Background: an optimization exercise with open tools, aiming at small area, a short achievable clock period and few clock cycles per item. Do not read the settings as production practice. The RTL was checked by simulation tests, not by an equivalence proof against the original design.

## flow/design.v (module list and top-level ports; edited modules follow where they fit)
// module crpe_weights: 3032 lines
// module crpe_coef: 1578 lines
// module crpe_blend: 4359 lines
// module catmull_rom_point_evaluator_unit: 154 lines
module catmull_rom_point_evaluator_unit (
  input  logic                          clk,
  input  logic                          rst_n,
  input  logic                          in_valid,
  output logic                          in_ready,
  input  logic [crpe_pkg::T_FRAC_BITS-1:0] in_t_frac,
  output logic                          out_valid,
  input  logic                          out_ready,
  output logic [crpe_pkg::COORD_WIDTH-1:0] curve_x,
  output logic [crpe_pkg::COORD_WIDTH-1:0] curve_y,
  input  logic                          psel,
  input  logic                          penable,
  input  logic                          pwrite,
  input  logic [crpe_pkg::CFG_AW-1:0]   paddr,
  input  logic [crpe_pkg::CFG_DW-1:0]   pwdata,
  output logic [crpe_pkg::CFG_DW-1:0]   prdata,
  output logic                          pready
);
  // ...
==> flow/flow/run.sh <==
#!/bin/bash
# The standard layout (standard.sh, all steps), with Yosys's synth command
# given -noabc: the generic ABC pass before full-adder extraction is skipped,
# so that the explicit adder trees of the RTL reach extract_fa as written.
# The buffers that ABC inserts are removed at floorplan (REMOVE_ABC_BUFFERS),
# leaving buffering to OpenROAD's repair. The registers are those of the
# standard synthesis. Each tool's output goes to the ORFS logs under
# orfs/logs; make's output goes to standard_flow.log.
set -euo pipefail
bash standard.sh SYNTH_ARGS=-noabc REMOVE_ABC_BUFFERS=1 finish > standard_flow.log 2>&1
==> flow/standard.sh <==
#!/bin/bash
# synth_recipe.tcl (not shown) runs the flow's synth.tcl, then flattens the netlist and writes it again
# the make line also repeats each setting of config.mk as NAME=value (left out here)
make -C /OpenROAD-flow-scripts/flow DESIGN_CONFIG=/design/flow/config.mk WORK_HOME=/design/flow/orfs CLKGATE_MAP_FILE= SYNTH_SCRIPT=/design/flow/synth_recipe.tcl "${@:-finish}"
==> flow/config.mk <==
export PLATFORM = sky130hd
export DESIGN_NAME = catmull_rom_point_evaluator_unit
export DESIGN_NICKNAME = catmull_rom_point_evaluator_unit
export VERILOG_FILES = /design/flow/design.v
export SDC_FILE = /design/flow/constraint.sdc
export NUM_CORES = 4
export LEC_CHECK = 0
export ABC_AREA = 1
export CAP_MARGIN = 20
export CORE_MARGIN = 2
export CORE_UTILIZATION = 40
export CTS_CLUSTER_DIAMETER = 120
export CTS_CLUSTER_SIZE = 20
export GPL_ROUTABILITY_DRIVEN = 0
export SETUP_SLACK_MARGIN = 5
export SLEW_MARGIN = 20
==> flow/constraint.sdc <==
create_clock -name core_clock -period 10.0 [get_ports {clk}]
set_input_delay 2.0000 -clock core_clock [delete_from_list [all_inputs] [get_ports {clk}]]
set_output_delay 2.0000 -clock core_clock [all_outputs]
set_load 0.01 [all_outputs]
==> flow_summary.rst, run 1 <==
.. list-table::
   :header-rows: 1

   * - Metric
     - Value
   * - Status
     - complete, no violations
   * - Mapped Cells
     - 7299
   * - Width of the die
     - approximately 440 µm
   * - Cell area reported after detailed placement
     - between 0.07 and 0.08 mm²
   * - GR Util met1
     - 0.339
   * - Worst setup path endpoint
     - u_blend_y.s3[38]
   * - R2R Path Start
     - u_weights.ee2[12]
   * - Proportion of cell area spent on the clock network
     - 0.0147
   * - Fraction of final layout cells sized beyond drive strength 1
     - 0.0838
   * - Library cell contributing the largest single delay on the critical path
     - fa_1
   * - Top class by area
     - multi-input gates
   * - Largest register by flop count
     - pt_r
   * - Top post-synthesis cells by area
     - fa_1 31%, edfxtp_1 23%, xor2_1 13%
   * - TNS Setup
     - 0 ps
   * - Area of the multi-input gates
     - 0.0527 mm²
   * - Worst hold path stage count
     - 2
   * - Slack of the worst reg-to-reg path
     - around 5000 ps
   * - Number of primary I/O pins
     - between 100 and 150
   * - Count of TritonRoute iterations in the first routing pass
     - 8
   * - Worst path most repeated cell
     - fa_1
   * - Met3 track utilization from global routing
     - 0.0872
   * - Non-filler instance count after layout
     - 9817
   * - DP HPWL
     - approximately 190000 µm
   * - Busiest layer in global routing
     - met2
   * - Critical-path cell list
     - buf_12 -> clkinv_4 -> buf_4 -> o22ai_1 -> xor2_1 -> fa_1 -> fa_1 -> fa_1 -> fa_1 -> fa_1 -> fa_1
   * - Setup repair after global routing missed its margin
     - yes
Testbench counts, summed over its fixed seeds: cycles 9,536, items 8,192.
==> inputs of run 2 (changes only) <==
--- a/flow/config.mk
+++ b/flow/config.mk
@@ -13,4 +13,4 @@
 export CTS_CLUSTER_SIZE = 20
-export GPL_ROUTABILITY_DRIVEN = 0
 export SETUP_SLACK_MARGIN = 5
 export SLEW_MARGIN = 20
+export TNS_END_PERCENT = 0
==> run 2 against run 1 <==
Setup slack got worse by 190 ps. Critical endpoint is now u_blend_x.s3[59]. Clock-buffer cell count is 1 higher. Sequential share of layout area increased by 0.11 points. Synthesized area is the same. Still clean. Critical path depth decreased by 2. Via count shrank 1.0%. Highest routed layer unchanged. Core utilization is 0.22 points lower. Routed wire length is 0.21% higher. Fmax decreased by 3.7%. Synthesized cell count stayed put.
==> flow_summary.rst, run 2 <==
.. list-table::
   :header-rows: 1

   * - Metric
     - Value
   * - Buffer type at the clock tree root
     - clkbuf_16 (unchanged)
   * - TNS Setup
     - 0 ps (unchanged)
   * - # placed instances
     - 9540 (was 9548)
   * - Post-route ant nets
     - 0 (unchanged)
   * - Fin Clk Skew
     - 49.2 ps (was 24.8 ps)
   * - Time the final worst path needs with I/O delays and setup
     - 5150 ps (was 4960 ps)
   * - Via density
     - 5.99 (was 6.04)
   * - Finished layout cell area
     - 0.0827 mm² (was 0.0831 mm²)
   * - CTS tree
     - built (unchanged)
   * - Number of buffers created by CTS
     - 41 (was 40)
   * - Height of the die
     - 440 µm (unchanged)
   * - Biggest area consumer among synthesized cells
     - fa_1 (unchanged)
   * - Global router's overall resource usage
     - 0.271 (was 0.270)
   * - Largest register by flop count
     - pt_r (unchanged)
   * - Iter 0 DRT Violations
     - 7540 (was 7344)
   * - Total core area
     - 0.190 mm² (unchanged)
   * - Area added between synthesis and finish
     - 8.69% (was 9.23%)
   * - Clock sink count
     - 634 (unchanged)
   * - Routed via count
     - 58700 (was 59300)
   * - Setup repair after global routing missed its margin
     - yes (unchanged)
   * - Fraction of final layout cells sized beyond drive strength 1
     - 0.0776 (was 0.0838)
   * - Relative slew slack
     - 0.152 (was 0.195)
   * - Critical path class
     - reg2reg (unchanged)
   * - Width of the die
     - 440 µm (unchanged)
   * - Overall overflow remaining after global route
     - 0 (unchanged)
   * - Final core occ
     - 0.436 (was 0.439)
   * - Worst Path Arrival
     - 5600 ps (was 5400 ps)
   * - Clock H-tree levels
     - 2 (unchanged)
   * - Cell area reported after detailed placement
     - 0.0792 mm² (was 0.0793 mm²)
   * - Number of pins with negative max-slew slack in the final report
     - 0 (unchanged)
   * - Layout net count
     - 8887 (was 8912)
   * - Post-synth top flop
     - edfxtp_1 (unchanged)
   * - Wire length per cell
     - 27.2 µm (was 27.1 µm)
   * - Most common library cell in the layout ignoring fill and taps
     - fa_1 (unchanged)
   * - Worst-Margin Slew
     - 1260 ps (was 1200 ps)
   * - Number of flip-flops in the largest register
     - 128 (unchanged)
   * - Clock latency (worst-skew pair)
     - 720 ps (was 700 ps)
   * - Synth Register Bits
     - 634 (unchanged)
   * - Largest fanout of any net on the critical path
     - 35 (was 18)
   * - Top post-synthesis cells by area
     - fa_1 31%, edfxtp_1 23%, xor2_1 13% (unchanged)
   * - Number of antenna violations at the first check in global routing
     - 6 (was 7)
   * - Critical Path End Type
     - flip-flop (unchanged)
   * - Async set or reset register ratio after synthesis
     - 0 (unchanged)
   * - Fmax achieved
     - 194 MHz (was 202 MHz)
   * - Via count of the first global-routing pass
     - 59900 (was 60800)
   * - Library cell with the highest instance count after synthesis
     - fa_1 (unchanged)
   * - Count of TritonRoute iterations in the first routing pass
     - 8 (unchanged)
   * - Commonest cells after routing, fill and taps aside
     - 1187 x fa_1, 1085 x xor2_1, 950 x o22ai_1, 812 x inv_1, 687 x nand2_1 (was 1183 x fa_1, 1081 x xor2_1, 948 x o22ai_1, 807 x inv_1, 686 x nand2_1)
   * - Yosys warning count
     - 4 (unchanged)
   * - Final-report hold violation count
     - 0 (unchanged)
   * - Netlist Area Pre-Place
     - 0.0761 mm² (unchanged)
   * - Final period utilization
     - 0.515 (was 0.496)
   * - Crit start category
     - flip-flop (unchanged)
   * - Clk buf depth
     - 3 (unchanged)
   * - Die Outline Area
     - 0.194 mm² (unchanged)
   * - Pin count of the biggest net entering global routing
     - 86 (was 97)
   * - Final weighted congestion in routability-driven placement
     - 0.994
   * - Total of endpoints with negative setup slack in the final report
     - 0 (unchanged)
   * - Status
     - complete, no violations (unchanged)
   * - Min-delay worst type
     - reg2reg (unchanged)
   * - Post-synth cell types
     - 56 (unchanged)
   * - Mean post-synth cell area
     - 10.4 µm² (unchanged)
   * - Max cap viols
     - 0 (unchanged)
   * - Rows
     - 160 (unchanged)
   * - Mapped Cells
     - 7299 (unchanged)
   * - Fraction of post-synthesis cell area in the top cell type by area
     - 0.314 (unchanged)
   * - DP HPWL
     - 192000 µm (was 189000 µm)
   * - Minimum hold slack
     - 465 ps (was 461 ps)
   * - Pre-CTS WS
     - 3900 ps (was 4080 ps)
   * - Setup ws final
     - 4850 ps (was 5040 ps)
   * - Share of the yosys chip area belonging to registers
     - 0.244 (unchanged)
   * - Largest registers
     - pt_r: 128 flops, u_blend_x.s3: 79 flops, u_blend_y.s3: 79 flops (unchanged)
   * - Clock-pin slew reported for the worst setup and hold paths after clock tree synthesis
     - 90 ps (about the same)
   * - DRC violation count after routing
     - 0 (unchanged)
   * - CP required
     - 10460 ps (was 10440 ps)
   * - Initial Utilization
     - 0.402 (unchanged)
   * - Wire length of the first global-routing pass
     - 390000 µm (about the same)
   * - Number of primary I/O pins
     - 127 (unchanged)
   * - Post-detailed-routing wire length
     - 266000 µm (about the same)
   * - Number of synthesized flops with an enable pin
     - 588 (unchanged)
   * - Most instantiated cells after synthesis
     - 1195 x fa_1, 1090 x xor2_1, 954 x o22ai_1 (unchanged)
   * - Number of port buffers
     - 91 (unchanged)
   * - Non-filler instance count after layout
     - 9788 (was 9817)
run 2: cell counts after synthesis:
Identical to the previous run, type by type.
run 2: logic make-up (layout without fill, tap and decap cells):
group / after synthesis / after routing / synth area share
compound gates: 1357 / 1357 / 0.110
xor+xnor: 1119 / 1119 / 0.129
fa+ha+maj: 1584 / 1584 / 0.378
buf+inv: 1402 / 1358 / 0.0707
flops: 634 / 634 / 0.244
mux: 22 / 22 / 0.00324
other cells: 2 / 24 / 0.0000987
simple gates: 1179 / 1179 / 0.0647
run 2: worst paths after layout:
path | depth (start not counted) | endpoint | slack, ps | startpoint
hold / removal | 2 | vld_r[4] | 460 | vld_r[3]
hold reg to reg | 2 | vld_r[4] | 460 | vld_r[3]
setup / recovery | 9 | u_blend_x.s3[59] | 4850 | u_weights.ee2[14]
setup reg to reg | 9 | u_blend_x.s3[59] | 4850 | u_weights.ee2[14]
run 2: per-layer routing:
| metal | GRT usage | up-vias | wire, µm |
|---|---|---|---|
| met3 | 0.0768 | 995 | 29700 |
| met2 | 0.407 | 4034 | 116000 |
| met1 | 0.347 | 29400 | 101000 |
| met5 | 0.000496 | - | 51 |
| li1 | - | 24200 | - |
| met4 | 0.160 | 6 | 19600 |
run 2: repair_timing:
action                                  4_1_cts  5_1_grt
endpoints found under the setup margin      207      173
setup buffers                                27      139
resized for setup                            58      130
hold buffers                                  0        0
cloned                                        0        4
pin swaps                                     0       32
run 2: worst max-delay path, cell delays in order, from the launching register on:
cell	delay, ps
edfxtp_1	330
buf_4	710
clkinv_1	760
xor2_1	380
fa_1	600
inv_1	90
fa_1	620
fa_1	470
fa_1	460
fa_1	450
run 2: layout make-up:
cell class,count,area [µm²]
antenna,7,17.5
clock buffer,59,1120
clock inverter,11,139
fill,17800,107000
inverter,903,3580
multi-input combinational,5278,52600
sequential,634,18600
tap,2511,3140
timing repair buffer,383,3570
timing repair inverter,2,10.0

## afterwards: timing with drivers on the ports
The flow's constraints put no driver on any port. The routed layouts listed below were extracted and timed again, unchanged, in two steps. Step 1 (the two cells are an assumption about what drives the block):
set clk [get_ports {clk}]
set_driving_cell -lib_cell sky130_fd_sc_hd__clkbuf_16 $clk
set_driving_cell -lib_cell sky130_fd_sc_hd__buf_2 [delete_from_list [all_inputs] $clk]
Step 2 times the ports against the registers' clock, not the clock port: input delays grow and output delays shrink by t, the midpoint of the rising clock arrivals with the driver on. Slacks: no drivers / after step 1 / after step 2; pairs: no drivers / after step 1.
run | t, ns | setup slack, ns | hold slack, ns | cell pins on the clock port's net
run 1 | 0.768 | 5.043 / 5.043 / 4.984 | 0.461 / 0.461 / 0.461 | 1
run 2 | 0.776 | 4.855 / 4.855 / 4.814 | 0.465 / 0.465 / 0.465 | 1
After both steps setup and hold are still met in every run listed. For run 1, which loses most, drivers alone change the setup slack by 0.000 ns; drivers and shift together by -0.059 ns.
